This design comes from an exercise in tuning for small area and a short achievable clock period on the open sky130 flow, not from production work.
At most, simulation tests tie the RTL to the original design; equivalence was not proved.
For runs 1 to 4, only the layout was checked, not whether the RTL still works.
Power and IR drop assume default switching activity.

--- flow/design.v ---
`default_nettype none
package axis_pkg;
   typedef logic [32-1:0]    axis_word_t;
   typedef logic [5-1:0] fifo_addr_t;
   typedef logic [5:0]   fifo_lvl_t;
endpackage
`default_nettype wire
`default_nettype none
package video_pkg;
   typedef logic [8-1:0]                pixel_t;
   typedef logic [10-1:0]                line_cnt_t;
   typedef logic [$clog2(4)-1:0] px_sel_t;
   typedef logic [4:0]                              vcnv_sts_t;
   typedef enum logic [3:0] {
      VOTM_IDLE,
      VOTM_FSTR,
      VOTM_FVBLK,
      VOTM_HSTR,
      VOTM_HACT,
      VOTM_HEND,
      VOTM_HBLK,
      VOTM_BVBLK,
      VOTM_FEND
   } votm_state_t;
endpackage
`default_nettype wire
`default_nettype none
module stream_fifo (
   input  logic                 pclk,
   input  logic                 prst_n,
   input  logic                 i_push,
   input  axis_pkg::axis_word_t i_wdata,
   output logic                 o_full,
   input  logic                 i_pop,
   output axis_pkg::axis_word_t o_rdata,
   output logic                 o_empty,
   output logic                 o_rdy_lvl
);
   localparam int DEPTH = 2**5;
   localparam int DW    = 32;
   logic [DEPTH*DW-1:0]  mem;
   localparam int WLO = 4;
   localparam int WHI = DEPTH / WLO;
   logic [WLO-1:0]       wsel_lo;
   logic [WHI-1:0]       wsel_hi;
   logic [DEPTH-1:0]     rsel;
   axis_pkg::fifo_lvl_t  lvl;
   axis_pkg::fifo_lvl_t  lvl_nxt;
   logic                 tready_q;
   logic                 full_q;
   logic                 rd_q;
   logic                 empty_q;
   logic                 rdy_q;
   logic                 wr_en;
   logic                 rd_en;
   assign o_full    = ~tready_q;
   assign o_empty   = empty_q;
   assign o_rdy_lvl = rdy_q;
   assign wr_en = i_push & ~full_q;
   assign rd_en = i_pop;
   always_ff @(posedge pclk) begin
      for (int i = 0; i < DEPTH; i++) begin
         if (wr_en && wsel_lo[i % WLO] && wsel_hi[i / WLO]) begin
            mem[i*DW +: DW] <= i_wdata;
         end
      end
   end
   always_comb begin
      o_rdata = '0;
      for (int i = 0; i < DEPTH; i++) begin
         o_rdata = o_rdata | ({DW{rsel[i]}} & mem[i*DW +: DW]);
      end
   end
   logic inc;
   logic dec;
   logic lvl_eq1;
   logic lvl_eq31;
   logic lvl_ge8;
   logic lvl_gt8;
   logic lvl_ge10;
   assign inc = wr_en & ~rd_en;
   assign dec = rd_en & ~wr_en;
   assign lvl_eq1  = (lvl == axis_pkg::fifo_lvl_t'(1));
   assign lvl_eq31 = (lvl == axis_pkg::fifo_lvl_t'(DEPTH-1));
   assign lvl_ge8  = (lvl >= axis_pkg::fifo_lvl_t'(8));
   assign lvl_gt8  = (lvl >  axis_pkg::fifo_lvl_t'(8));
   assign lvl_ge10 = (lvl >= axis_pkg::fifo_lvl_t'(8+2));
   axis_pkg::fifo_lvl_t lvl_up;
   axis_pkg::fifo_lvl_t lvl_dn;
   assign lvl_up  = lvl + 1'b1;
   assign lvl_dn  = lvl - 1'b1;
   assign lvl_nxt = ({(5+1){inc}} & lvl_up) |
                    ({(5+1){dec}} & lvl_dn) |
                    ({(5+1){~inc & ~dec}} & lvl);
   always_ff @(posedge pclk) begin
      if (!prst_n) begin
         wsel_lo  <= WLO'(1);
         wsel_hi  <= WHI'(1);
         rsel     <= DEPTH'(1);
         lvl      <= '0;
         tready_q <= 1'b1;
         full_q   <= 1'b0;
         rd_q     <= 1'b0;
         empty_q  <= 1'b1;
         rdy_q    <= 1'b0;
      end else begin
         if (wr_en) begin
            wsel_lo <= {wsel_lo[WLO-2:0], wsel_lo[WLO-1]};
            if (wsel_lo[WLO-1]) begin
               wsel_hi <= {wsel_hi[WHI-2:0], wsel_hi[WHI-1]};
            end
         end
         rd_q <= rd_en;
         if (rd_q) begin
            rsel <= {rsel[DEPTH-2:0], rsel[DEPTH-1]};
         end
         lvl      <= lvl_nxt;
         tready_q <= (inc & ~lvl_eq31) | dec | (~inc & ~dec & tready_q);
         full_q   <= (inc & lvl_eq31) | (~inc & ~dec & full_q);
         empty_q  <= (dec & lvl_eq1) | (~inc & ~dec & empty_q);
         rdy_q    <= (inc & lvl_ge8) | (dec & lvl_ge10) | (~inc & ~dec & lvl_gt8);
      end
   end
endmodule
`default_nettype wire
`default_nettype none
module vin_tracker (
   input  logic pclk,
   input  logic prst_n,
   input  logic i_fstr,
   input  logic i_vstr,
   input  logic i_vend,
   input  logic i_fend,
   output logic o_fblk,
   output logic o_bblk,
   output logic o_sync,
   output logic o_bblk_nxt,
   output logic o_sync_nxt
);
   assign o_bblk_nxt = (o_bblk | i_vend) & ~i_fend;
   assign o_sync_nxt = (o_sync | i_fend) & ~i_fstr;
   always_ff @(posedge pclk) begin
      if (!prst_n) begin
         o_fblk <= 1'b0;
         o_bblk <= 1'b0;
         o_sync <= 1'b0;
      end else begin
         o_fblk <= (o_fblk | i_fstr) & ~i_vstr;
         o_bblk <= o_bblk_nxt;
         o_sync <= o_sync_nxt;
      end
   end
endmodule
`default_nettype wire
`default_nettype none
module vout_timing (
   input  logic                  pclk,
   input  logic                  prst_n,
   input  logic                  i_fstr,
   input  logic                  i_fend,
   input  logic                  i_vstr,
   input  logic                  i_vend,
   input  logic                  i_hstr,
   input  logic                  i_hend,
   input  logic                  i_fblk,
   input  logic                  i_bblk,
   input  logic                  i_sync,
   input  logic                  i_bblk_nxt,
   input  logic                  i_sync_nxt,
   input  logic                  i_pop_cyc_str,
   input  logic                  i_pop_cyc_q,
   input  logic                  i_fifo_empty,
   input  logic                  i_fifo_rdy_lvl,
   output logic                  o_pop_vld,
   output logic                  o_pop_str,
   output logic                  o_fstr,
   output logic                  o_fend,
   output logic                  o_vstr,
   output logic                  o_vend,
   output logic                  o_hstr,
   output logic                  o_hend,
   output logic                  o_href,
   output video_pkg::vcnv_sts_t  o_vcnv_sts
);
   logic s_idle, s_fstr, s_fvblk, s_hstr, s_hact, s_hend, s_hblk, s_bvblk, s_fend;
   logic n_idle, n_fstr, n_fvblk, n_hstr, n_hact, n_hend, n_hblk, n_bvblk, n_fend;
   logic [2-1:0] pop_str_q;
   logic [2-1:0] hend_q;
   logic                       pop2vo_sig;
   logic                       hacto_end;
   logic                       pop_vstr;
   logic                       pop_hstr;
   logic                       hend_pend;
   logic                       hend_line;
   logic                       pop_close;
   logic                       first_line;
   logic                       href_q;
   logic                       vend_q;
   logic                       fifo_rdy;
   logic                       sts_nordy;
   logic                       sts_empty;
   logic                       sts_udf;
   logic                       sts_noeof;
   logic                       hend_to_bblk;
   logic                       hend_to_fend;
   assign pop_vstr  = s_fvblk & i_fblk & i_vstr & fifo_rdy;
   assign pop_hstr  = i_hstr & ((s_fvblk & ~i_fblk) | s_hend | s_hblk);
   assign o_pop_str = pop_vstr | pop_hstr;
   assign hend_line = i_hend | hend_pend;
   assign pop_close = o_pop_vld & hend_line & i_pop_cyc_str;
   assign pop2vo_sig = pop_str_q[2-1];
   assign hacto_end  = hend_q[2-1];
   assign hend_to_bblk = i_bblk & ~i_fend;
   assign hend_to_fend = ~hend_to_bblk & (i_sync | i_fend);
   assign n_fstr  = (s_idle | s_fend) & i_fstr;
   assign n_idle  = (s_idle | s_fend) & ~i_fstr;
   assign n_fvblk = s_fstr | (s_fvblk & ~pop2vo_sig & ~i_fend);
   assign n_hstr  = (s_fvblk | s_hblk) & pop2vo_sig;
   assign n_hact  = s_hstr | (s_hact & ~hacto_end);
   assign n_hend  = s_hact & hacto_end;
   assign n_bvblk = (s_hend & hend_to_bblk) | (s_bvblk & ~i_fend);
   assign n_hblk  = (s_hend & ~hend_to_bblk & ~hend_to_fend) |
                    (s_hblk & ~pop2vo_sig & ~i_fend);
   assign n_fend  = ((s_fvblk | s_hblk) & ~pop2vo_sig & i_fend) |
                    (s_hend & hend_to_fend) | (s_bvblk & i_fend);
   assign o_fstr = s_fstr;
   assign o_fend = s_fend;
   assign o_hstr = s_hstr;
   assign o_hend = s_hend;
   assign o_href = href_q;
   assign o_vend = vend_q;
   assign o_vcnv_sts = {sts_noeof, sts_udf, sts_empty, sts_nordy, fifo_rdy};
   always_ff @(posedge pclk) begin
      if (!prst_n) begin
         s_idle     <= 1'b1;
         s_fstr     <= 1'b0;
         s_fvblk    <= 1'b0;
         s_hstr     <= 1'b0;
         s_hact     <= 1'b0;
         s_hend     <= 1'b0;
         s_hblk     <= 1'b0;
         s_bvblk    <= 1'b0;
         s_fend     <= 1'b0;
         href_q     <= 1'b0;
         vend_q     <= 1'b0;
         o_pop_vld  <= 1'b0;
         hend_pend  <= 1'b0;
         pop_str_q  <= '0;
         hend_q     <= '0;
         first_line <= 1'b1;
         o_vstr     <= 1'b0;
         fifo_rdy   <= 1'b0;
         sts_nordy  <= 1'b0;
         sts_empty  <= 1'b0;
         sts_udf    <= 1'b0;
         sts_noeof  <= 1'b0;
      end else begin
         s_idle     <= n_idle;
         s_fstr     <= n_fstr;
         s_fvblk    <= n_fvblk;
         s_hstr     <= n_hstr;
         s_hact     <= n_hact;
         s_hend     <= n_hend;
         s_hblk     <= n_hblk;
         s_bvblk    <= n_bvblk;
         s_fend     <= n_fend;
         href_q     <= n_hstr | n_hact | n_hend;
         vend_q     <= n_hend & (i_bblk_nxt | i_sync_nxt);
         o_pop_vld  <= (o_pop_str | o_pop_vld) & ~pop_close;
         hend_pend  <= o_pop_vld & hend_line & ~i_pop_cyc_str;
         pop_str_q  <= {pop_str_q[2-2:0], o_pop_str};
         hend_q     <= {hend_q[2-2:0], i_hend};
         if (s_fstr) begin
            first_line <= 1'b1;
         end else if (s_hstr) begin
            first_line <= 1'b0;
         end
         o_vstr     <= n_hstr & first_line;
         fifo_rdy   <= (fifo_rdy | i_fifo_rdy_lvl) & ~vend_q;
         sts_nordy  <= (sts_nordy | (i_hstr & ~fifo_rdy)) & ~i_fend;
         sts_empty  <= (sts_empty | (i_hstr & i_fifo_empty)) & ~i_fend;
         sts_udf    <= (sts_udf | (o_pop_vld & i_pop_cyc_q & i_fifo_empty)) & ~i_fend;
         sts_noeof  <= (sts_noeof | (i_fend & ~i_bblk)) & ~i_vend;
      end
   end
endmodule
`default_nettype wire
`default_nettype none
module pixel_unpack (
   input  logic              pclk,
   input  logic              prst_n,
   input  logic              i_pop_vld,
   input  logic              i_pop_str,
   output logic              o_pop,
   input  axis_pkg::axis_word_t i_rdata,
   input  logic              i_empty,
   output logic              o_pop_cyc_str,
   output logic              o_pop_cyc_q,
   output video_pkg::pixel_t o_pdat
);
   localparam int PW = 8;
   localparam int DW = 32;
   video_pkg::px_sel_t   px_cnt;
   video_pkg::px_sel_t   px_cnt_nxt;
   logic                 px0_q;
   axis_pkg::axis_word_t word_sr;
   always_comb begin
      px_cnt_nxt = px_cnt;
      if (i_pop_str) begin
         px_cnt_nxt = '0;
      end else if (i_pop_vld) begin
         px_cnt_nxt = px_cnt + 1'b1;
      end
   end
   assign o_pop_cyc_str = (px_cnt_nxt == '0);
   assign o_pop_cyc_q   = px0_q;
   assign o_pop = i_pop_vld & px0_q & ~i_empty;
   always_ff @(posedge pclk) begin
      if (!prst_n) begin
         px_cnt <= '0;
         px0_q  <= 1'b1;
      end else begin
         px_cnt <= px_cnt_nxt;
         px0_q  <= o_pop_cyc_str;
      end
   end
   always_ff @(posedge pclk) begin
      word_sr[DW-1:DW-PW] <= i_rdata[DW-1:DW-PW];
      if (px0_q) begin
         word_sr[DW-PW-1:0] <= i_rdata[DW-PW-1:0];
      end else begin
         word_sr[DW-PW-1:0] <= word_sr[DW-1:PW];
      end
      o_pdat <= word_sr[PW-1:0];
   end
endmodule
`default_nettype wire
`default_nettype none
module axi4s2v (
   input  logic                  pclk,
   input  logic                  prst_n,
   input  axis_pkg::axis_word_t  tdata,
   input  logic                  tvalid,
   input  logic                  tlast,
   output logic                  tready,
   output logic                  tuser,
   input  logic                  i_fstr,
   input  logic                  i_fend,
   input  logic                  i_vstr,
   input  logic                  i_vend,
   input  logic                  i_hstr,
   input  logic                  i_hend,
   input  logic                  i_href,
   output logic                  o_fstr,
   output logic                  o_fend,
   output logic                  o_vstr,
   output logic                  o_vend,
   output logic                  o_hstr,
   output logic                  o_hend,
   output logic                  o_href,
   output video_pkg::pixel_t     o_pdat,
   output video_pkg::vcnv_sts_t  o_vcnv_sts
);
   logic fifo_full;
   logic fifo_push;
   logic in_fblk;
   logic in_bblk;
   logic in_sync;
   logic in_bblk_nxt;
   logic in_sync_nxt;
   logic pop_vld;
   logic pop_str;
   logic pop_cyc_str;
   logic pop_cyc_q;
   logic                 fifo_pop;
   axis_pkg::axis_word_t fifo_rdata;
   logic                 fifo_empty;
   logic                 fifo_rdy_lvl;
   assign tready    = ~fifo_full;
   assign fifo_push = tvalid;
   assign tuser     = o_fstr;
   stream_fifo fifo (
      .pclk      (pclk),
      .prst_n    (prst_n),
      .i_push    (fifo_push),
      .i_wdata   (tdata),
      .o_full    (fifo_full),
      .i_pop     (fifo_pop),
      .o_rdata   (fifo_rdata),
      .o_empty   (fifo_empty),
      .o_rdy_lvl (fifo_rdy_lvl)
   );
   vin_tracker vin_trk (
      .pclk       (pclk),
      .prst_n     (prst_n),
      .i_fstr     (i_fstr),
      .i_vstr     (i_vstr),
      .i_vend     (i_vend),
      .i_fend     (i_fend),
      .o_fblk     (in_fblk),
      .o_bblk     (in_bblk),
      .o_sync     (in_sync),
      .o_bblk_nxt (in_bblk_nxt),
      .o_sync_nxt (in_sync_nxt)
   );
   vout_timing vout_tm (
      .pclk           (pclk),
      .prst_n         (prst_n),
      .i_fstr         (i_fstr),
      .i_fend         (i_fend),
      .i_vstr         (i_vstr),
      .i_vend         (i_vend),
      .i_hstr         (i_hstr),
      .i_hend         (i_hend),
      .i_fblk         (in_fblk),
      .i_bblk         (in_bblk),
      .i_sync         (in_sync),
      .i_bblk_nxt     (in_bblk_nxt),
      .i_sync_nxt     (in_sync_nxt),
      .i_pop_cyc_str  (pop_cyc_str),
      .i_pop_cyc_q    (pop_cyc_q),
      .i_fifo_empty   (fifo_empty),
      .i_fifo_rdy_lvl (fifo_rdy_lvl),
      .o_pop_vld      (pop_vld),
      .o_pop_str      (pop_str),
      .o_fstr         (o_fstr),
      .o_fend         (o_fend),
      .o_vstr         (o_vstr),
      .o_vend         (o_vend),
      .o_hstr         (o_hstr),
      .o_hend         (o_hend),
      .o_href         (o_href),
      .o_vcnv_sts     (o_vcnv_sts)
   );
   pixel_unpack unpack (
      .pclk          (pclk),
      .prst_n        (prst_n),
      .i_pop_vld     (pop_vld),
      .i_pop_str     (pop_str),
      .o_pop         (fifo_pop),
      .i_rdata       (fifo_rdata),
      .i_empty       (fifo_empty),
      .o_pop_cyc_str (pop_cyc_str),
      .o_pop_cyc_q   (pop_cyc_q),
      .o_pdat        (o_pdat)
   );
endmodule
`default_nettype wire
--- flow/flow/run.sh ---
#!/bin/bash
# Layout flow: the standard flow, with clock tree synthesis told not to add
# dummy balancing loads and the port buffers made with a plain buffer cell
set -o pipefail
bash standard.sh \
  CTS_ARGS="-sink_clustering_enable -repair_clock_nets -sink_clustering_size 25 -sink_clustering_max_diameter 100 -dont_use_dummy_load" \
  BUFFER_PORTS_ARGS="-buffer_cell sky130_fd_sc_hd__buf_2" \
  finish > standard.log 2>&1
--- flow/standard.sh ---
#!/bin/bash
# synth_recipe.tcl (not shown) runs the flow's synth.tcl, then flattens the netlist and writes it again
# the make line also repeats each setting of config.mk as NAME=value (left out here)
make -C /OpenROAD-flow-scripts/flow DESIGN_CONFIG=/design/flow/config.mk WORK_HOME=/design/flow/orfs CLKGATE_MAP_FILE= SYNTH_SCRIPT=/design/flow/synth_recipe.tcl "${@:-finish}"
--- flow/config.mk ---
export PLATFORM = sky130hd
export DESIGN_NAME = axi4s2v
export DESIGN_NICKNAME = axi4s2v
export VERILOG_FILES = /design/flow/design.v
export SDC_FILE = /design/flow/constraint.sdc
export NUM_CORES = 4
export LEC_CHECK = 0
export ABC_CLOCK_PERIOD_IN_PS = 1500
export CAP_MARGIN = 20
export CORE_MARGIN = 2
export CORE_UTILIZATION = 40
export CTS_CLUSTER_DIAMETER = 100
export CTS_CLUSTER_SIZE = 25
export SETUP_SLACK_MARGIN = 1.5
export SLEW_MARGIN = 20
--- flow/constraint.sdc ---
create_clock -name core_clock -period 3.3 [get_ports {pclk}]
set_input_delay 0.6600 -clock core_clock [delete_from_list [all_inputs] [get_ports {pclk}]]
set_output_delay 0.6600 -clock core_clock [all_outputs]
set_load 0.01 [all_outputs]
==> metrics.yaml, run 1 <==
run_status:
  outcome: "finished clean"
routing:
  viasPerCell: 6.43
  drtIter0Drc: 4500
  ant_nets: 0
  via_count: 25000
  drc: 0
  routed_wl_um: 144000
  wire_per_inst_um: 36.9
  dr.pass1.iters: 6
cts:
  clk_latency_ns: 0.70
  htreeDepth: 2
  clockBufferDepth: 3
  clk_pin_slew_worst_paths_ns: 0.10
  cts_tree: "built"
  numCtsBuffers: 52
  root_buffer: "clkbuf_16"
  numClockSinks: 1149
global_routing:
  top_usage_layer: "met2"
  antenna_found_initial: 7
  grt_util_met2_pct: 41.7
  grt_max_degree: 50
  grt_pass1_wl_um: 190000
  grt_pass1_vias: 23700
  grt_use_met3_pct: 5.72
  gr-usage-all-layers_pct: 26.4
  grt_overflow: 0
  grt_use_met1_pct: 35.7
power:
  p_switching_mw: 4.72
  leakage_nw: 14.7
  clockPowerShare_pct: 30.0
  seqPwrFrac_pct: 67.7
  power.density_mw_per_mm2: 501
  irDropWorstVdd_mv: 0.379
  p_int_mw: 18.8
  power_frac_comb_pct: 2.3
  p_sw_share_pct: 20.0
  power_mw: 23.6
synthesis:
  ys_top_cells_by_count: "edfxtp_1 (1024), a22oi_1 (457), dfxtp_1 (125)"
  synth_nets: 2381
  synth_ff_type: "edfxtp_1"
  synthTopCellsByArea: "edfxtp_1 (75%), a22oi_1 (8.4%), dfxtp_1 (6.1%)"
  ys_seq_area_share_pct: 81.1
  yosysMostFrequentCell: "edfxtp_1"
  avgSynthCellArea_um2: 17.6
  synth.top_cell.area_share_pct: 75.0
  synth_cells: 2332
  synth-edff-count: 1024
  yosysWarningCount: 4
  ys_ff_latch: 1149
  synth_area_leader_cell: "edfxtp_1"
  synth_cell_types: 52
  netlist_area_mm2: 0.0410
  ys_async_sr_fraction_pct: 0
setup_path:
  crit_path_end_kind: "register"
  critical_path.startpoint_type: "register"
  critical_path_class: "reg -> reg"
  cp_slowest_cell: "dfxtp_4"
  cp.depth: 6
  path_delay_family: "buffers and inverters"
  reg2reg_depth: 6
  crit_arrival_ns: 2.32
  cpPeakStageDelay_ns: 0.39
  path_cells: "buf_4, buf_12, a22oi_1, nand2_1, nor3_1, a31oi_1"
  cp_max_fo: 13
  cp.buffers_inverters: 2
  crit_required_ns: 3.79
sta:
  report.final.hold_viol_count: 0
  fmax_mhz: 544
  fin_ws_ns: 1.46
  fin_setup_tns_ns: 0
  worstMarginPinSlew_ns: 1.08
  whs_ns: 0.227
  rsz0062_at_grt: "yes"
  layout_min_cycle_time_ns: 1.84
  finClkSkew_ns: 0.0960
  setup_viol: 0
  min_period_over_period_pct: 55.7
  drv_slew: 0
  slew_headroom_pct: 28.0
floorplan:
  initial_core_util_pct: 40.3
  fp.dieW_um: 324
  rows: 117
  coreArea_mm2: 0.102
  io_pins: 65
  dieArea_mm2: 0.105
  die_h_um: 324
finish:
  fin_nets: 2570
  drive_gt1_share_pct: 18.5
  fin_util_pct: 46.2
  area_growth_pct: 14.7
place:
  gp_congestion: 0.804
  dp_slack_ns: 0.767
  port_buffers: 62
  dp_hpwl_um: 69100
worst_hold_path:
  hp-class: "in -> reg"
  min_path_cells: 2
flow_run:
  cap_viol_max_count: 0
==> cells by family after synthesis <==
family | after synthesis | share of synthesized area (%)
xor+xnor | 4 | 0.0855
fa+ha+maj | 6 | 0.183
simple gates | 393 | 4.86
buf+inv | 181 | 2.61
mux | 33 | 0.806
compound gates | 566 | 10.3
flops | 1149 | 81.1
==> worst paths after layout <==
check | startpoint | endpoint | slack [ns]
setup / recovery | fifo.rsel[7] | unpack.word_sr[18] | 1.46
setup reg to reg | fifo.rsel[7] | unpack.word_sr[18] | 1.46
hold / removal | i_vstr | vin_trk.o_fblk | 0.23
hold reg to reg | unpack.word_sr[1] | unpack.o_pdat[1] | 0.33
==> repair_timing <==
| action | 4_1_cts | 5_1_grt |
|---|---|---|
| pin swaps | 17 | 2 |
| buffers inserted | 99 | 33 |
| resized for setup | 66 | 22 |
| cloned | 7 | 8 |
| hold buffers | 0 | 0 |
| setup endpoints to repair | 693 | 154 |
==> metal layers <==
layer  wire, µm  part of all wire [%]
met4       6850                   4.8
met1      50900                    35
met3      20300                    14
met5         42                 0.029
met2      65500                    46
==> placed cells by master (no fill, tap or decap), types with 6 or more instances in the layout <==
cell	netlist	final
nor3_1	24	24
a21oi_1	32	32
nand2_1	93	86
a222oi_1	24	24
or4_1	8	8
buf_12	0	84
a31oi_1	20	19
dfxtp_1	125	81
nand4_1	108	108
mux2i_1	33	33
dfxtp_4	0	35
clkinvlp_4	0	7
buf_6	39	8
dfxtp_2	0	9
clkbuf_16	0	58
o21ai_0	6	6
and3_4	0	27
buf_16	0	12
nor2_1	93	93
a22oi_1	457	453
inv_1	18	9
nand2_2	1	7
buf_2	57	59
edfxtp_1	1024	1024
buf_4	7	120
a22oi_2	8	12
==> through the flow <==
stage / cell area, µm² / instances
2_1_floorplan: 41200 / 2332
3_3_place_gp: 43400 / 3688
3_5_place_dp: 43400 / 3688
4_1_cts: 46300 / 3846
5_1_grt: 47000 / 3887
6_report: 47000 / 3891
==> sequential cells by signal, indices dropped and copies added (netlist names), 4 cells and up <==
register / count
fifo.lvl: 6
fifo.rsel: 32
fifo.mem: 1024
unpack.word_sr: 32
fifo.wsel_lo: 4
fifo.wsel_hi: 8
unpack.o_pdat: 8
==> power groups by stage <==
| stage | logic, mW | registers [mW] | clock network (mW) |
|---|---|---|---|
| 3_5_place_dp | 0.493 | 16.3 | 0 |
| 2_1_floorplan | 0.180 | 16.3 | 0 |
| 5_1_grt | 0.576 | 16.0 | 7.55 |
| 4_1_cts | 0.524 | 15.9 | 7.13 |
| 3_3_place_gp | 0.474 | 16.3 | 0 |
| 6_report | 0.544 | 15.9 | 7.07 |
==> area by class of cell <==
| type | instances | area, µm² |
|---|---|---|
| Antenna cell | 4 | 10.0 |
| Clock buffer | 52 | 1300 |
| Fill cell | 8474 | 54700 |
| Inverter | 19 | 103 |
| Multi-Input combinational cell | 1007 | 7010 |
| Sequential cell | 1149 | 33400 |
| Tap cell | 1368 | 1710 |
| Timing Repair Buffer | 292 | 3490 |
==> run 2: changes to the inputs <==
--- a/flow/config.mk
+++ b/flow/config.mk
@@ -8,7 +8,7 @@
 export ABC_CLOCK_PERIOD_IN_PS = 1500
 export CAP_MARGIN = 20
 export CORE_MARGIN = 2
-export CORE_UTILIZATION = 40
+export CORE_UTILIZATION = 50
 export CTS_CLUSTER_DIAMETER = 100
 export CTS_CLUSTER_SIZE = 25
 export SETUP_SLACK_MARGIN = 1.5
==> run 2 against run 1 <==
  * Global-route usage up 6.5 points
  * Clock power about the same
  * Sequential cell count unchanged
  * Critical path depth down 4
  * Worst setup slack worse by 0.0024 ns
  * First-iteration DRC count up 4.5%
  * Critical path type unchanged
  * Maximum frequency down 0.13%
  * Synthesized area unchanged
==> metrics.yaml, run 2 <==
cts:
  numClockSinks: 1149  # unchanged
  clk_latency_ns: 0.65  # -0.05 ns
  numCtsBuffers: 52  # unchanged
  cts_hold_buf: 0  # unchanged
  htreeDepth: 2  # unchanged
  cts_tree: "built"
  clk_pin_slew_worst_paths_ns: 0.10  # about the same
  root_buffer: "clkbuf_16"
  clockBufferDepth: 3  # unchanged
setup_path:
  crit_start: "fifo.wsel_lo[2]"
  r2r_end: "fifo.mem[839]"
  critical_path_class: "reg -> reg"
  cp_slowest_cell: "and3_4"
  reg2reg_depth: 2  # -4
  crit_required_ns: 3.64  # -0.15 ns
  crit_path_end_kind: "register"
  cpPeakStageDelay_ns: 0.68  # +0.29 ns
  critical_path.startpoint_type: "register"
  crit_arrival_ns: 2.18  # -0.14 ns
  r2r_setup_slack_ns: 1.46  # about the same
  crit_end: "fifo.mem[839]"
  cp_max_fo: 20  # +7
  path_cells: "and3_4, buf_12"
  regToRegStartpoint: "fifo.wsel_lo[2]"
place:
  dp_slack_ns: 0.835  # +0.0680 ns
  gp_congestion: 0.804  # about the same
  port_buffers: 62  # unchanged
  dp_hpwl_um: 68200  # -1.2%
  place_inst: 3387  # -8.2%
power:
  seqPwrFrac_pct: 67.7  # about the same
  irDropWorstVdd_mv: 0.369  # -2.6%
  leakage_nw: 14.8  # +0.87%
  p_sw_share_pct: 19.9  # -0.10 points
  p_int_mw: 18.8  # about the same
  power_frac_comb_pct: 2.3  # about the same
  power_mw: 23.5  # -0.10%
  clockPowerShare_pct: 30.0  # about the same
  p_switching_mw: 4.69  # -0.62%
  power.density_mw_per_mm2: 503  # +0.34%
sta:
  fmax_mhz: 544  # -0.13%
  fin_ws_ns: 1.46  # -0.00241 ns
  layout_min_cycle_time_ns: 1.84  # +0.00241 ns
  drv_slew: 0  # unchanged
  finClkSkew_ns: 0.0518  # -0.0442 ns
  rsz0062_at_grt: "yes"
  setup_viol: 0  # unchanged
  worstMarginPinSlew_ns: 1.11  # +0.0257 ns
  report.final.hold_viol_count: 0  # unchanged
  min_period_over_period_pct: 55.7  # +0.073 points
  fin_setup_tns_ns: 0  # unchanged
  slew_headroom_pct: 26.3  # -1.7 points
global_routing:
  grt_pass1_wl_um: 191000  # +0.62%
  grt_use_met3_pct: 6.60  # +0.88 points
  gr-usage-all-layers_pct: 32.9  # +6.5 points
  grt_max_degree: 50  # unchanged
  antenna_found_initial: 8  # +1
  grt_pass1_vias: 23800  # +0.74%
  grt_use_met1_pct: 46.4  # +11 points
  grt_util_met2_pct: 50.9  # +9.3 points
  grt_overflow: 0  # unchanged
  top_usage_layer: "met2"
synthesis:
  avgSynthCellArea_um2: 17.6  # unchanged
  synth_ff_type: "edfxtp_1"
  netlist_area_mm2: 0.0410  # unchanged
  synth_nets: 2381  # unchanged
  ys_async_sr_fraction_pct: 0  # unchanged
  synth_cell_types: 52  # unchanged
  yosysWarningCount: 4  # unchanged
  synthTopCellsByArea: "edfxtp_1 (75%), a22oi_1 (8.4%), dfxtp_1 (6.1%)"
  ys_seq_area_share_pct: 81.1  # unchanged
  synth_area_leader_cell: "edfxtp_1"
  synth-edff-count: 1024  # unchanged
  synth_cells: 2332  # unchanged
  synth.top_cell.area_share_pct: 75.0  # unchanged
  yosysMostFrequentCell: "edfxtp_1"
  ys_ff_latch: 1149  # unchanged
  ys_top_cells_by_count: "edfxtp_1 (1024), a22oi_1 (457), dfxtp_1 (125)"
floorplan:
  dieArea_mm2: 0.0843  # -20%
  die_h_um: 290  # -10%
  io_pins: 65  # unchanged
  fp.dieW_um: 290  # -10%
  rows: 105  # -10%
  coreArea_mm2: 0.0816  # -20%
  initial_core_util_pct: 50.3  # +10 points
finish:
  area_growth_pct: 14.2
  instances_no_fill: 3609  # -7.2%
  largest_reg_flops: 1024  # unchanged
  largestRegisters: "fifo.mem x1024, fifo.rsel x32, unpack.word_sr x32"
  top_register: "fifo.mem"
  fin_nets: 2588  # +0.70%
  final_cell_mix: "edfxtp_1 (1024), a22oi_1 (453), buf_4 (144)"
  drive_gt1_share_pct: 19.2  # +0.78 points
  mostFrequentLayoutCell: "edfxtp_1"
routing:
  drtIter0Drc: 4704  # +4.5%
  drc: 0  # unchanged
  dr.pass1.iters: 6  # unchanged
  via_count: 25400  # +1.3%
  routed_wl_um: 142000  # -1.3%
  ant_nets: 0  # unchanged
  wire_per_inst_um: 39.3  # +6.4%
  viasPerCell: 7.02  # +9.2%
worst_hold_path:
  hp-class: "in -> reg"
  min_path_cells: 2  # unchanged
run_status:
  outcome: "finished clean"
flow_run:
  cap_viol_max_count: 0  # unchanged
-- run 2: cells by family after synthesis --
group | count (synthesis) | synth area share, %
compound gates | 566 | 10.3
xor+xnor | 4 | 0.0855
fa+ha+maj | 6 | 0.183
buf+inv | 181 | 2.61
flops | 1149 | 81.1
mux | 33 | 0.806
simple gates | 393 | 4.86
-- run 2: metal layers --
metal / part of all wire [%] / up-vias
li1: - / 9856
met1: 36 / 13100
met2: 46 / 2036
met3: 13 / 353
met4: 5.0 / 4
met5: 0.017 / -
-- run 2: repair_timing --
item | 4_1_cts | 5_1_grt
gates cloned | 6 | 4
resized for setup | 66 | 20
pin swaps | 1 | 3
endpoints found under the setup margin | 840 | 261
buffers inserted | 93 | 65
-- run 2: worst min-delay path by stage --
stage                 startpoint           endpoint
6_report                  i_vend  vout_tm.sts_noeof
3_3_place_gp   unpack.word_sr[2]   unpack.o_pdat[2]
5_1_grt                   i_vend  vout_tm.sts_noeof
3_5_place_dp   unpack.word_sr[5]   unpack.o_pdat[5]
2_1_floorplan  unpack.word_sr[0]   unpack.o_pdat[0]
4_1_cts                   i_vend  vout_tm.sts_noeof
-- run 2: power by group through the flow --
stage                     sequential, mW  combinational, mW  clock [mW]
after floorplan                     16.3              0.180           0
after global routing                16.0              0.567        7.56
after CTS                           15.9              0.503        7.09
after global placement              16.3              0.466           0
after detailed placement            16.3              0.484           0
final                               15.9              0.531        7.06
-- run 2: worst max-delay path, delay by kind of cell (launching register included) --
kind          cells  cell delay (ns)
flops             1             0.57
simple gates      1             0.68
buf+inv           1             0.24
-- run 2: final cells by class --
class                           instances  area, µm²
Antenna cell                            2       5.00
Clock buffer                           52       1300
Fill cell                            6058      34800
Inverter                               19        113
Multi-Input combinational cell       1002       6940
Sequential cell                      1149      33400
Tap cell                             1070       1340
Timing Repair Buffer                  314       3710
Timing Repair inverter                  1       8.76
-- run 2: through the flow --
| step | area [µm²] | util [%] | hold slack (ns) |
|---|---|---|---|
| final | 46800 | 57.4 | 0.179 |
| after CTS | 46000 | 56.3 | 0.161 |
| after global routing | 46800 | 57.4 | 0.170 |
| after detailed placement | 43000 | 52.7 | 0.314 |
| after floorplan | 41200 | - | 0.310 |
| after global placement | 43000 | 52.7 | 0.314 |
==> run 3: changes to the inputs <==
--- a/flow/config.mk
+++ b/flow/config.mk
@@ -8,8 +8,8 @@
 export ABC_CLOCK_PERIOD_IN_PS = 1500
 export CAP_MARGIN = 20
 export CORE_MARGIN = 2
-export CORE_UTILIZATION = 50
+export CORE_UTILIZATION = 40
 export CTS_CLUSTER_DIAMETER = 100
 export CTS_CLUSTER_SIZE = 25
-export SETUP_SLACK_MARGIN = 1.5
+export SETUP_SLACK_MARGIN = 1.6
 export SLEW_MARGIN = 20
==> run 3 against run 2 <==
  * Maximum frequency down 6.2%
  * Synthesized area unchanged
  * Clock-buffer cell count unchanged
  * Die area up 25%
  * Critical path depth down 1
  * Via count up 4.4%
==> metrics.yaml, run 3 <==
global_routing:
  grt_pass1_wl_um: 202000  # +5.4%
  antenna_found_initial: 9  # +1
  grt_max_degree: 41  # -18%
  grt_pass1_vias: 24400  # +2.3%
  grt_use_met3_pct: 7.67  # +1.1 points
  gr-usage-all-layers_pct: 28.3  # -4.7 points
  grt_overflow: 0  # unchanged
  top_usage_layer: "met2"
  grt_use_met1_pct: 37.2  # -9.2 points
  grt_util_met2_pct: 42.9  # -8.0 points
finish:
  top_register: "fifo.mem"
  final_cell_mix: "edfxtp_1 (1024), a22oi_1 (435), buf_4 (127)"
  fin_area_mm2: 0.0497  # +6.1%
  drive_gt1_share_pct: 23.7  # +4.4 points
  largest_reg_flops: 1024  # unchanged
  largestRegisters: "fifo.mem x1024, fifo.rsel x32, unpack.word_sr x32"
  area_growth_pct: 21.1
  fin_nets: 2694  # +4.1%
  mostFrequentLayoutCell: "edfxtp_1"
  fin_util_pct: 48.8  # -8.6 points
synthesis:
  netlist_area_mm2: 0.0410  # unchanged
  ys_ff_latch: 1149  # unchanged
  ys_async_sr_fraction_pct: 0  # unchanged
  ys_seq_area_share_pct: 81.1  # unchanged
  synth_nets: 2381  # unchanged
  ys_top_cells_by_count: "edfxtp_1 (1024), a22oi_1 (457), dfxtp_1 (125)"
  synth_cells: 2332  # unchanged
  synthTopCellsByArea: "edfxtp_1 (75%), a22oi_1 (8.4%), dfxtp_1 (6.1%)"
  synth_cell_types: 52  # unchanged
  synth_ff_type: "edfxtp_1"
  yosysMostFrequentCell: "edfxtp_1"
  synth.top_cell.area_share_pct: 75.0  # unchanged
  yosysWarningCount: 4  # unchanged
  synth_area_leader_cell: "edfxtp_1"
  avgSynthCellArea_um2: 17.6  # unchanged
  synth-edff-count: 1024  # unchanged
place:
  gp_congestion: 0.820  # +2.1%
  dpl_cell_area_mm2: 0.0433  # +0.58%
  port_buffers: 62  # unchanged
  dp_hpwl_um: 66800  # -2.0%
power:
  p_int_mw: 18.9  # +0.23%
  power.density_mw_per_mm2: 477  # -5.2%
  p_sw_share_pct: 20.2  # +0.30 points
  seqPwrFrac_pct: 67.4  # -0.3 points
  irDropWorstVdd_mv: 0.388  # +5.2%
  p_switching_mw: 4.79  # +2.1%
  clockPowerShare_pct: 30.1  # about the same
  power_frac_comb_pct: 2.5  # +0.2 points
  power_mw: 23.7  # +0.61%
  leakage_nw: 15.8  # +6.8%
floorplan:
  io_pins: 65  # unchanged
  coreArea_mm2: 0.102  # +25%
  dieArea_mm2: 0.105  # +25%
  rows: 117  # +11%
  initial_core_util_pct: 40.3  # -10 points
  fp.dieW_um: 324  # +12%
  die_h_um: 324  # +12%
setup_path:
  cp_max_fo: 32  # +60%
  crit_required_ns: 3.57  # -0.07 ns
  reg2reg_depth: 1  # -1
  critical_path.startpoint_type: "register"
  cp.buffers_inverters: 0  # -1
  path_delay_family: "simple AND/OR/NAND/NOR gates"
  cp_slowest_cell: "and3_4"
  cpPeakStageDelay_ns: 0.85  # +0.17 ns
  crit_path_end_kind: "register"
  crit_arrival_ns: 2.23  # +0.05 ns
  cp.depth: 1  # -1
  path_cells: "and3_4"
  critical_path_class: "reg -> reg"
routing:
  routed_wl_um: 156000  # +10%
  drtIter0Drc: 5092  # +8.2%
  viasPerCell: 6.59  # -6.2%
  drc: 0  # unchanged
  wire_per_inst_um: 39.0  # -0.79%
  ant_nets: 0  # unchanged
  dr.pass1.iters: 8  # +2
  via_count: 26500  # +4.4%
sta:
  report.final.hold_viol_count: 0  # unchanged
  whs_ns: 0.210  # +0.0304 ns
  min_period_over_period_pct: 59.4  # +3.7 points
  setup_viol: 0  # unchanged
  layout_min_cycle_time_ns: 1.96  # +0.121 ns
  worstMarginPinSlew_ns: 1.16  # +0.0587 ns
  fmax_mhz: 510  # -6.2%
  fin_setup_tns_ns: 0  # unchanged
  rsz0062_at_grt: "yes"
  finClkSkew_ns: 0.0881  # +0.0363 ns
  drv_slew: 0  # unchanged
  slew_headroom_pct: 22.4  # -3.9 points
flow_run:
  cap_viol_max_count: 0  # unchanged
cts:
  numClockSinks: 1149  # unchanged
  root_buffer: "clkbuf_16"
  clk_latency_ns: 0.72  # +0.07 ns
  cts_hold_buf: 0  # unchanged
  cts_tree: "built"
  numCtsBuffers: 52  # unchanged
  clk_pin_slew_worst_paths_ns: 0.10  # about the same
  clockBufferDepth: 3  # unchanged
  htreeDepth: 2  # unchanged
worst_hold_path:
  hp-class: "in -> reg"
  min_path_cells: 2  # unchanged
run_status:
  outcome: "finished clean"
run 3: layout make-up:
| type | instances | area [µm²] |
|---|---|---|
| Fill cell | 8075 | 52100 |
| Sequential cell | 1149 | 33400 |
| Multi-Input combinational cell | 1005 | 7150 |
| Timing Repair Buffer | 415 | 5930 |
| Tap cell | 1368 | 1710 |
| Clock buffer | 52 | 1300 |
| Inverter | 19 | 110 |
| Timing Repair inverter | 3 | 37.5 |
| Antenna cell | 2 | 5.00 |
run 3: path summary, 6_finish.rpt:
kind | from | to | slack [ns]
worst max-delay path | fifo.wsel_hi[4] | fifo.mem[602] | 1.34
worst min-delay path | i_vend | vout_tm.sts_noeof | 0.21
worst max register to register | fifo.wsel_hi[4] | fifo.mem[602] | 1.34
worst min register to register | unpack.word_sr[0] | unpack.o_pdat[0] | 0.26
run 3: cell families after synthesis:
group	after synthesis	share of synthesized area, %
buffers and inverters	181	2.61
adders and majority gates	6	0.183
DFF	1149	81.1
xor gates and xnor gates	4	0.0855
muxes	33	0.806
AOI/OAI and AO/OA	566	10.3
and+or+nand+nor	393	4.86
run 3: metal layers:
metal	routed length [µm]	part of all wire, %
met1	52500	34
met3	24900	16
met5	56	0.036
met4	10500	6.7
met2	68500	44
run 3: power by group through the flow:
stage,logic [mW],registers (mW),clock network [mW]
6_report,0.600,15.9,7.13
5_1_grt,0.634,16.0,7.57
4_1_cts,0.553,15.9,7.12
3_5_place_dp,0.473,16.3,0
3_3_place_gp,0.451,16.3,0
2_1_floorplan,0.178,16.3,0
run 3: through the flow:
step           std cells  setup slack (ns)
3_3_place_gp        3679             0.667
6_report            4013              1.34
4_1_cts             3931              1.43
2_1_floorplan       2332              1.33
5_1_grt             4011              1.37
3_5_place_dp        3679             0.650
run 3: timing repair:
action,4_1_cts,5_1_grt
gates cloned,33,29
gates resized for setup,165,105
setup endpoints to repair,1006,668
pin swaps,7,10
buffers inserted,167,51
==> run 4: changes to the inputs <==
--- a/flow/design.v
+++ b/flow/design.v
@@ -303,6 +303,7 @@
    video_pkg::px_sel_t   px_cnt;
    video_pkg::px_sel_t   px_cnt_nxt;
    logic                 px0_q;
+   logic                 ld_q;
    axis_pkg::axis_word_t word_sr;
    always_comb begin
       px_cnt_nxt = px_cnt;
@@ -319,20 +320,22 @@
       if (!prst_n) begin
          px_cnt <= '0;
          px0_q  <= 1'b1;
+         ld_q   <= 1'b1;
       end else begin
          px_cnt <= px_cnt_nxt;
          px0_q  <= o_pop_cyc_str;
+         ld_q   <= px0_q;
       end
    end
    always_ff @(posedge pclk) begin
       word_sr[DW-1:DW-PW] <= i_rdata[DW-1:DW-PW];
-      if (px0_q) begin
+      if (ld_q) begin
          word_sr[DW-PW-1:0] <= i_rdata[DW-PW-1:0];
       end else begin
          word_sr[DW-PW-1:0] <= word_sr[DW-1:PW];
       end
-      o_pdat <= word_sr[PW-1:0];
    end
+   assign o_pdat = word_sr[PW-1:0];
 endmodule
 `default_nettype wire
 `default_nettype none
==> flow/flow/run.sh (replaced) <==
#!/bin/bash
# Layout flow: the standard flow, with clock tree synthesis told not to add
# dummy balancing loads and the port buffers made with a plain buffer cell
set -o pipefail
bash standard.sh \
  CTS_ARGS="-sink_clustering_enable -repair_clock_nets -sink_clustering_size 25 -sink_clustering_max_diameter 100 -dont_use_dummy_load -buf_list {sky130_fd_sc_hd__clkbuf_8 sky130_fd_sc_hd__clkbuf_16}" \
  BUFFER_PORTS_ARGS="-buffer_cell sky130_fd_sc_hd__buf_2" \
  finish > standard.log 2>&1
--- a/flow/config.mk
+++ b/flow/config.mk
@@ -11,5 +11,5 @@
 export CORE_UTILIZATION = 40
 export CTS_CLUSTER_DIAMETER = 100
 export CTS_CLUSTER_SIZE = 25
-export SETUP_SLACK_MARGIN = 1.6
+export SETUP_SLACK_MARGIN = 1.5
 export SLEW_MARGIN = 20
==> run 4 against run 3 <==
  * Synthesized area is 0.23% lower
  * Clock-buffer cell count is 1 lower
  * Via count is 4.2% lower
  * Sequential cell count is 7 lower
==> metrics.yaml, run 4 <==
setup_path:
  cp.depth: 5  # +4
  critical_path_class: "reg -> reg"
  reg2reg_depth: 5  # +4
  crit_end: "unpack.word_sr[7]"
  regToRegStartpoint: "fifo.rsel[16]"
  cp_slowest_cell: "dfxtp_4"
  crit_arrival_ns: 2.37  # +0.14 ns
  crit_path_end_kind: "register"
  r2r_setup_slack_ns: 1.41  # +0.07 ns
  r2r_end: "unpack.word_sr[7]"
  critical_path.startpoint_type: "register"
  path_delay_family: "flip-flops"
  crit_required_ns: 3.78  # +0.21 ns
  crit_start: "fifo.rsel[16]"
  cp.buffers_inverters: 1  # +1
  cp_max_fo: 16  # -50%
  path_cells: "buf_4, a22oi_1, nand2_1, nor3_2, a31oi_1"
  cpPeakStageDelay_ns: 0.69  # -0.16 ns
finish:
  multi_input_area_mm2: 0.00694  # -3.0%
  mostFrequentLayoutCell: "edfxtp_1"
  drive_gt1_share_pct: 18.1  # -5.6 points
  fin_nets: 2571  # -4.6%
  largestRegisters: "fifo.mem x1024, fifo.rsel x32, unpack.word_sr x32"
  largest_reg_flops: 1024  # unchanged
  final_cell_mix: "edfxtp_1 (1024), a22oi_1 (463), buf_4 (127)"
  fillerInstances: 8560  # +6.0%
  regArea_mm2: 0.0333  # -0.43%
  top_register: "fifo.mem"
  area_growth_pct: 14.2
place:
  gp_congestion: 0.818  # -0.28%
  port_buffers: 62  # unchanged
  dp_slack_ns: 0.760  # +0.110 ns
  dp_hpwl_um: 65900  # -1.4%
synthesis:
  ys_top_cells_by_count: "edfxtp_1 (1024), a22oi_1 (463), dfxtp_1 (118)"
  synth_nets: 2390  # +0.38%
  ys_ff_latch: 1142  # -0.61%
  synth_area_leader_cell: "edfxtp_1"
  ys_async_sr_fraction_pct: 0  # unchanged
  avgSynthCellArea_um2: 17.5  # -0.61%
  synth_cells: 2341  # +0.39%
  yosysWarningCount: 4  # unchanged
  synth_cell_types: 50  # -3.8%
  netlist_area_mm2: 0.0409  # -0.23%
  yosysMostFrequentCell: "edfxtp_1"
  synth_ff_type: "edfxtp_1"
  synth.top_cell.area_share_pct: 75.2  # +0.17 points
  ys_seq_area_share_pct: 80.9  # -0.16 points
  synthTopCellsByArea: "edfxtp_1 (75%), a22oi_1 (8.5%), dfxtp_1 (5.8%)"
  synth-edff-count: 1024  # unchanged
sta:
  fin_ws_ns: 1.41  # +0.0727 ns
  fmax_mhz: 530  # +3.8%
  slew_headroom_pct: 52.2  # +30 points
  layout_min_cycle_time_ns: 1.89  # -0.0727 ns
  worstMarginPinSlew_ns: 0.717  # -0.448 ns
  finClkSkew_ns: 0.0487  # -0.0394 ns
  setup_viol: 0  # unchanged
  drv_slew: 0  # unchanged
  fin_setup_tns_ns: 0  # unchanged
  min_period_over_period_pct: 57.2  # -2.2 points
  rsz0062_at_grt: "yes"
  report.final.hold_viol_count: 0  # unchanged
global_routing:
  grt_pass1_wl_um: 194000  # -4.0%
  grt_overflow: 0  # unchanged
  grt_pass1_vias: 23700  # -2.7%
  antenna_found_initial: 9  # unchanged
  grt_max_degree: 55  # +34%
  gr-usage-all-layers_pct: 27.0  # -1.2 points
routing:
  met3_length_um: 20600  # -17%
  via_count: 25300  # -4.2%
  wire_per_inst_um: 37.0  # -5.0%
  topRoutingLayerUsed: "met5"
  routed_wl_um: 144000  # -7.9%
  dr.pass1.iters: 6  # -2
  ant_nets: 0  # unchanged
  wl_met1_um: 51100  # -2.7%
  viasPerCell: 6.51  # -1.2%
  drc: 0  # unchanged
  wl_met2_um: 65300  # -4.7%
  drtIter0Drc: 4502  # -12%
floorplan:
  io_pins: 65  # unchanged
  coreArea_mm2: 0.102  # -0.14%
  initial_core_util_pct: 40.3  # about the same
  die_h_um: 324  # -0.11%
  fp.dieW_um: 324  # -0.11%
  rows: 117  # unchanged
  dieArea_mm2: 0.105  # -0.23%
power:
  power_mw: 23.3  # -1.5%
  power_frac_comb_pct: 2.2  # -0.3 points
  irDropWorstVdd_mv: 0.416  # +7.1%
  clockPowerShare_pct: 29.9  # -0.2 points
  p_sw_share_pct: 19.9  # -0.30 points
  seqPwrFrac_pct: 67.9  # +0.5 points
  p_switching_mw: 4.65  # -2.9%
  power.density_mw_per_mm2: 500  # +4.8%
  p_int_mw: 18.7  # -1.1%
  leakage_nw: 14.6  # -7.7%
cts:
  numClockSinks: 1142  # -0.61%
  cts_hold_buf: 0  # unchanged
  cts_tree: "built"
  clk_pin_slew_worst_paths_ns: 0.10  # about the same
  clockBufferDepth: 3  # unchanged
  numCtsBuffers: 51  # -1.9%
  root_buffer: "clkbuf_16"
  htreeDepth: 2  # unchanged
  clk_latency_ns: 0.67  # -0.05 ns
worst_hold_path:
  hp-class: "in -> reg"
flow_run:
  cap_viol_max_count: 0  # unchanged
run_status:
  outcome: "finished clean"
run 4: changes by cell type after synthesis, sizes merged, moves of 4 or more:
cell | previous run | this run
buf | 106 | 112
dfxtp | 125 | 118
nand2 | 94 | 98
nor2 | 93 | 99
nor3 | 24 | 28
nor4 | 11 | 6
run 4: stage by stage:
stage / cell area, µm² / utilization, % / instances / hold slack [ns]
finish: 46700 / 46.0 / 3892 / 0.195
global route: 46700 / 46.0 / 3890 / 0.181
CTS: 46200 / 45.5 / 3855 / 0.171
detailed placement: 43000 / 42.3 / 3675 / 0.410
global placement: 43000 / 42.3 / 3675 / 0.409
floorplan: 41100 / - / 2341 / 0.412
run 4: cell families after synthesis:
| family | Yosys count | synth area share [%] |
|---|---|---|
| AND/OR/NAND/NOR | 401 | 4.91 |
| multiplexers | 33 | 0.808 |
| AO/OA/AOI/OAI | 566 | 10.3 |
| adder cells (fa/ha/maj) | 6 | 0.184 |
| flip-flops | 1142 | 80.9 |
| buffers and inverters | 189 | 2.76 |
| XOR/XNOR | 4 | 0.0857 |
run 4: cell type report:
class	instances	share of cell area, %
Antenna cell	4	0.0214
Clock buffer	51	2.73
Inverter	19	0.209
Multi-Input combinational cell	1016	14.9
Sequential cell	1142	71.2
Tap cell	1368	3.67
Timing Repair Buffer	292	7.28
run 4: how the worst min path moves through the flow:
stage / cells after the start / from / endpoint / slack, ns
final: 2 / i_vstr / vin_trk.o_fblk / 0.19
after global routing: 2 / i_vstr / vin_trk.o_fblk / 0.18
after CTS: 2 / i_vstr / vin_trk.o_fblk / 0.17
after detailed placement: 1 / vout_tm.vend_q / vout_tm.fifo_rdy / 0.41
after global placement: 1 / vout_tm.vend_q / vout_tm.fifo_rdy / 0.41
after floorplan: 1 / vout_tm.hend_q[0] / vout_tm.hend_q[1] / 0.41
run 4: per-layer routing:
metal  vias up  track usage [%]
met5         -                0
met4         8             11.5
met3       369             6.66
met2      2109             42.1
met1     13000             36.3
li1       9826                -
run 4: power groups by stage:
stage               clock network (mW)  registers [mW]  logic (mW)
detailed placement                   0            16.2       0.446
finish                            6.98            15.8       0.502
floorplan                            0            16.2       0.182
CTS                               6.99            15.8       0.481
global route                      7.44            15.9       0.535
global placement                     0            16.2       0.428
run 4: repair_timing:
item | CTS | global route
setup endpoints to repair | 781 | 359
pin swaps | 16 | 1
setup buffers | 122 | 32
hold endpoints to repair | 0 | 0
cloned | 7 | 1
gates resized for setup | 62 | 26
==> run 5: changes to the inputs <==
--- a/flow/design.v
+++ b/flow/design.v
@@ -47,8 +47,6 @@
    axis_pkg::fifo_lvl_t  lvl;
    axis_pkg::fifo_lvl_t  lvl_nxt;
    logic                 tready_q;
-   logic                 full_q;
-   logic                 rd_q;
    logic                 empty_q;
    logic                 rdy_q;
    logic                 wr_en;
@@ -56,7 +54,7 @@
    assign o_full    = ~tready_q;
    assign o_empty   = empty_q;
    assign o_rdy_lvl = rdy_q;
-   assign wr_en = i_push & ~full_q;
+   assign wr_en = i_push & tready_q;
    assign rd_en = i_pop;
    always_ff @(posedge pclk) begin
       for (int i = 0; i < DEPTH; i++) begin
@@ -99,8 +97,6 @@
          rsel     <= DEPTH'(1);
          lvl      <= '0;
          tready_q <= 1'b1;
-         full_q   <= 1'b0;
-         rd_q     <= 1'b0;
          empty_q  <= 1'b1;
          rdy_q    <= 1'b0;
       end else begin
@@ -110,13 +106,11 @@
                wsel_hi <= {wsel_hi[WHI-2:0], wsel_hi[WHI-1]};
             end
          end
-         rd_q <= rd_en;
-         if (rd_q) begin
+         if (rd_en) begin
             rsel <= {rsel[DEPTH-2:0], rsel[DEPTH-1]};
          end
          lvl      <= lvl_nxt;
          tready_q <= (inc & ~lvl_eq31) | dec | (~inc & ~dec & tready_q);
-         full_q   <= (inc & lvl_eq31) | (~inc & ~dec & full_q);
          empty_q  <= (dec & lvl_eq1) | (~inc & ~dec & empty_q);
          rdy_q    <= (inc & lvl_ge8) | (dec & lvl_ge10) | (~inc & ~dec & lvl_gt8);
       end
@@ -303,7 +297,6 @@
    video_pkg::px_sel_t   px_cnt;
    video_pkg::px_sel_t   px_cnt_nxt;
    logic                 px0_q;
-   logic                 ld_q;
    axis_pkg::axis_word_t word_sr;
    always_comb begin
       px_cnt_nxt = px_cnt;
@@ -320,22 +313,20 @@
       if (!prst_n) begin
          px_cnt <= '0;
          px0_q  <= 1'b1;
-         ld_q   <= 1'b1;
       end else begin
          px_cnt <= px_cnt_nxt;
          px0_q  <= o_pop_cyc_str;
-         ld_q   <= px0_q;
       end
    end
    always_ff @(posedge pclk) begin
       word_sr[DW-1:DW-PW] <= i_rdata[DW-1:DW-PW];
-      if (ld_q) begin
+      if (px0_q) begin
          word_sr[DW-PW-1:0] <= i_rdata[DW-PW-1:0];
       end else begin
          word_sr[DW-PW-1:0] <= word_sr[DW-1:PW];
       end
+      o_pdat <= word_sr[PW-1:0];
    end
-   assign o_pdat = word_sr[PW-1:0];
 endmodule
 `default_nettype wire
 `default_nettype none
==> flow/flow/run.sh (replaced) <==
#!/bin/bash
# Layout flow: the standard flow, with clock tree synthesis told not to add
# dummy balancing loads and the port buffers made with a plain buffer cell
set -o pipefail
bash standard.sh \
  CTS_ARGS="-sink_clustering_enable -repair_clock_nets -sink_clustering_size 15 -sink_clustering_max_diameter 60 -dont_use_dummy_load" \
  BUFFER_PORTS_ARGS="-buffer_cell sky130_fd_sc_hd__buf_2" \
  finish > standard.log 2>&1
--- a/flow/config.mk
+++ b/flow/config.mk
@@ -9,7 +9,7 @@
 export CAP_MARGIN = 20
 export CORE_MARGIN = 2
 export CORE_UTILIZATION = 40
-export CTS_CLUSTER_DIAMETER = 100
-export CTS_CLUSTER_SIZE = 25
+export CTS_CLUSTER_DIAMETER = 60
+export CTS_CLUSTER_SIZE = 15
 export SETUP_SLACK_MARGIN = 1.5
 export SLEW_MARGIN = 20
==> run 5 against run 4 <==
  * Utilization rose by 0.44 points
  * Critical endpoint is now unpack.word_sr[19]
  * Still clean
  * Combinational power grew 19%
  * Highest routed layer unchanged
  * Global-route usage down 0.66 points
  * Critical path type unchanged
==> metrics.yaml, run 5 <==
flow_run:
  cap_viol_max_count: 0  # unchanged
finish:
  fillerInstances: 8578  # +0.21%
  largestRegisters: "fifo.mem x1024, fifo.rsel x32, unpack.word_sr x32"
  mostFrequentLayoutCell: "edfxtp_1"
  final_cell_mix: "edfxtp_1 (1024), a22oi_1 (456), nand2_1 (153)"
  regArea_mm2: 0.0333  # +0.26%
  largest_reg_flops: 1024  # unchanged
  area_growth_pct: 15.1
  fin_nets: 2601  # +1.2%
  top_register: "fifo.mem"
  multi_input_area_mm2: 0.00691  # -0.40%
  instances_no_fill: 3922  # +0.77%
  drive_gt1_share_pct: 18.1  # about the same
place:
  port_buffers: 62  # unchanged
  gp_congestion: 0.814  # -0.54%
  place_inst: 3713  # +1.0%
  dp_hpwl_um: 68100  # +3.4%
worst_hold_path:
  whs_endpoint: "vin_trk.o_fblk"
  hp-class: "in -> reg"
  min_from: "i_vstr"
  min_path_cells: 2  # unchanged
synthesis:
  synth_fa_ha_area_share_pct: 0.183  # -0.00022 points
  synthTopCellsByArea: "edfxtp_1 (75%), a22oi_1 (8.4%), dfxtp_1 (6.0%)"
  ys_ff_latch: 1147  # +0.44%
  synth_ff_type: "edfxtp_1"
  yosys.area_share.simple_pct: 5.20  # +0.29 points
  yosysWarningCount: 4  # unchanged
  muxShareOfSynthArea_pct: 0.0244  # -0.78 points
  yosysMostFrequentCell: "edfxtp_1"
  synth_nets: 2416  # +1.1%
  ys_async_sr_fraction_pct: 0  # unchanged
  synth_xor_area_share_pct: 0.0855  # -0.00010 points
  netlist_area_mm2: 0.0410  # +0.12%
  ys_seq_area_share_pct: 81.1  # +0.15 points
  synth-edff-count: 1024  # unchanged
  synth_cells: 2367  # +1.1%
  avgSynthCellArea_um2: 17.3  # -0.98%
  synth.top_cell.area_share_pct: 75.1  # -0.090 points
  synth_area_leader_cell: "edfxtp_1"
  synth_top_family_by_area: "compound AO/OA/AOI/OAI gates"
  synth_cell_types: 54  # +8.0%
  ys_top_cells_by_count: "edfxtp_1 (1024), a22oi_1 (458), nand2_1 (158)"
  synth_compound_area_share_pct: 10.7  # +0.41 points
setup_path:
  crit_required_ns: 3.79  # about the same
  cp_max_fo: 24  # +8
  r2r_end: "unpack.word_sr[19]"
  regToRegStartpoint: "fifo.rsel[16]"
  critical_path_class: "reg -> reg"
  crit_arrival_ns: 2.31  # -0.06 ns
  critical_path.startpoint_type: "register"
  crit_path_end_kind: "register"
  r2r_setup_slack_ns: 1.48  # +0.07 ns
  reg2reg_depth: 5  # unchanged
sta:
  fmax_mhz: 549  # +3.7%
  slew_headroom_pct: 54.2  # +2.0 points
  setup_viol: 0  # unchanged
  finClkSkew_ns: 0.0770  # +0.0283 ns
  drv_slew: 0  # unchanged
  report.final.hold_viol_count: 0  # unchanged
  layout_min_cycle_time_ns: 1.82  # -0.0669 ns
  rsz0062_at_grt: "yes"
  min_period_over_period_pct: 55.2  # -2.0 points
  worstMarginPinSlew_ns: 0.683  # -0.0341 ns
  fin_setup_tns_ns: 0  # unchanged
cts:
  root_buffer: "clkbuf_16"
  numCtsBuffers: 91  # +78%
  numClockSinks: 1147  # +0.44%
  htreeDepth: 3  # +1
  cts_tree: "built"
  clockBufferDepth: 3  # unchanged
  clk_latency_ns: 0.67  # about the same
  clk_pin_slew_worst_paths_ns: 0.07  # -0.03 ns
  cts_hold_buf: 0  # unchanged
routing:
  via_count: 25500  # +0.61%
  wire_per_inst_um: 36.0  # -2.7%
  viasPerCell: 6.50  # -0.16%
  dr.pass1.iters: 7  # +1
  ant_nets: 0  # unchanged
  drc: 0  # unchanged
  drtIter0Drc: 4767  # +5.9%
  routed_wl_um: 141000  # -1.9%
power:
  leakage_nw: 14.8  # +1.8%
  irDropWorstVdd_mv: 0.517  # +24%
  power.density_mw_per_mm2: 553  # +11%
global_routing:
  grt_overflow: 0  # unchanged
  grt_max_degree: 35  # -36%
  gr-usage-all-layers_pct: 26.4  # -0.66 points
  grt_pass1_wl_um: 190000  # -2.0%
  grt_pass1_vias: 23900  # +0.61%
  antenna_found_initial: 8  # -1
floorplan:
  io_pins: 65  # unchanged
  dieArea_mm2: 0.105  # +0.12%
  fp.dieW_um: 324  # about the same
  die_h_um: 324  # about the same
  coreArea_mm2: 0.102  # unchanged
  initial_core_util_pct: 40.3  # +0.048 points
  rows: 117  # unchanged
run_status:
  outcome: "finished clean"
[run 5: cell count changes after synthesis, sizes merged, moves of 12 or more]
cell	change
and3	-21
a21oi	+30
nor2	-34
nand2	+60
mux2i	-32
and2	+24
buf	-12
[run 5: power by group]
part	total (mW)	switching [mW]	internal (mW)
combinational	0.597	0.435	0.162
clock	9.51	4.67	4.84
sequential	16.0	0.0626	15.9
total	26.1	5.17	20.9
[run 5: how the worst max path moves through the flow]
stage	from	to	cells past startpoint
6_report	fifo.rsel[16]	unpack.word_sr[19]	5
5_1_grt	fifo.rsel[16]	unpack.word_sr[19]	5
4_1_cts	fifo.tready_q	fifo.mem[339]	2
3_5_place_dp	tvalid	fifo.mem[883]	5
3_3_place_gp	tvalid	fifo.mem[499]	5
2_1_floorplan	tvalid	fifo.mem[768]	3
[run 5: layout make-up]
cell class	instances	share of cell area (%)
Timing Repair Buffer	247	5.83
Antenna cell	4	0.0212
Tap cell	1368	3.63
Sequential cell	1147	70.7
Inverter	19	0.263
Clock buffer	91	4.83
Multi-Input combinational cell	1045	14.7
Timing Repair inverter	1	0.0345
[run 5: logic make-up (layout without fill, tap and decap cells)]
| kind of cell | after synthesis | in the layout |
|---|---|---|
| xor+xnor | 4 | 4 |
| compound gates | 596 | 596 |
| buf+inv | 183 | 358 |
| fa+ha+maj | 6 | 6 |
| other cells | 0 | 4 |
| simple gates | 430 | 438 |
| flops | 1147 | 1147 |
| mux | 1 | 1 |
[run 5: metrics by stage]
stage	setup WS (ns)	hold slack [ns]	utilization [%]	power, mW	cell area, µm²
global route	1.45	0.191	46.4	26.7	47100
floorplan	1.36	0.310	-	16.5	41100
finish	1.48	0.193	46.4	26.1	47100
global placement	0.839	0.317	42.4	16.8	43100
CTS	1.35	0.165	45.8	26.1	46600
detailed placement	0.776	0.314	42.4	16.8	43100
[run 5: worst max-delay path, stage by stage (launching register included)]
cell and delay, ns:
dfxtp_4 0.44, buf_12 0.25, a22oi_2 0.19, nand4_1 0.23, nor4_4 0.36, a21oi_2 0.14
[run 5: layer usage]
metal  global-route usage [%]  routed length [µm]  vias to the layer above  part of all wire [%]
li1                         -                   -                     9887                     -
met1                     36.0               50500                    13100                    36
met2                     41.6               65600                     2083                    46
met3                     4.98               18800                      387                    13
met4                     11.2                6360                        6                   4.5
met5                        0                  37                        -                 0.026
[run 5: timing repair]
action,in CTS,in global routing
cloned,6,4
pin swaps,10,6
setup buffers,67,37
gates resized for setup,82,22
setup endpoints to repair,789,165

==> static timing again, ports no longer ideal <==
In the flow no input, the clock included, has a driving cell. The finished layouts below were timed again as built, in two steps. Step 1 assumes that a clkbuf_16 drives the clock port and a buf_2 every other input. Step 2, shift: input delay + t, output delay - t, t = (earliest + latest rising clock arrival at the registers) / 2. This alone moves slack from input paths to output paths. Three values: ideal ports, drivers, drivers and shift; two values: the first two.
| run | shift t [ns] | setup slack, ns | hold WS [ns] | slew at the worst register clock pin (ns) |
|---|---|---|---|---|
| run 1 | 0.714 | 1.463 / 1.428 / 1.085 | 0.227 / 0.174 / 0.334 | 0.10 / 0.10 |
| run 2 | 0.697 | 1.461 / 1.437 / 1.101 | 0.179 / 0.127 / 0.330 | 0.10 / 0.10 |
| run 3 | 0.734 | 1.340 / 1.340 / 0.953 | 0.210 / 0.160 / 0.262 | 0.11 / 0.11 |
| run 4 | 0.711 | 1.413 / 1.413 / 1.104 | 0.195 / 0.161 / 0.435 | 0.10 / 0.10 |
| run 5 | 0.710 | 1.480 / 1.436 / 0.959 | 0.193 / 0.154 / 0.313 | 0.07 / 0.07 |
After both steps every run listed still meets setup and hold. The setup slack of run 5, which loses most, moves by -0.044 ns with the drivers and by -0.521 ns with both steps.
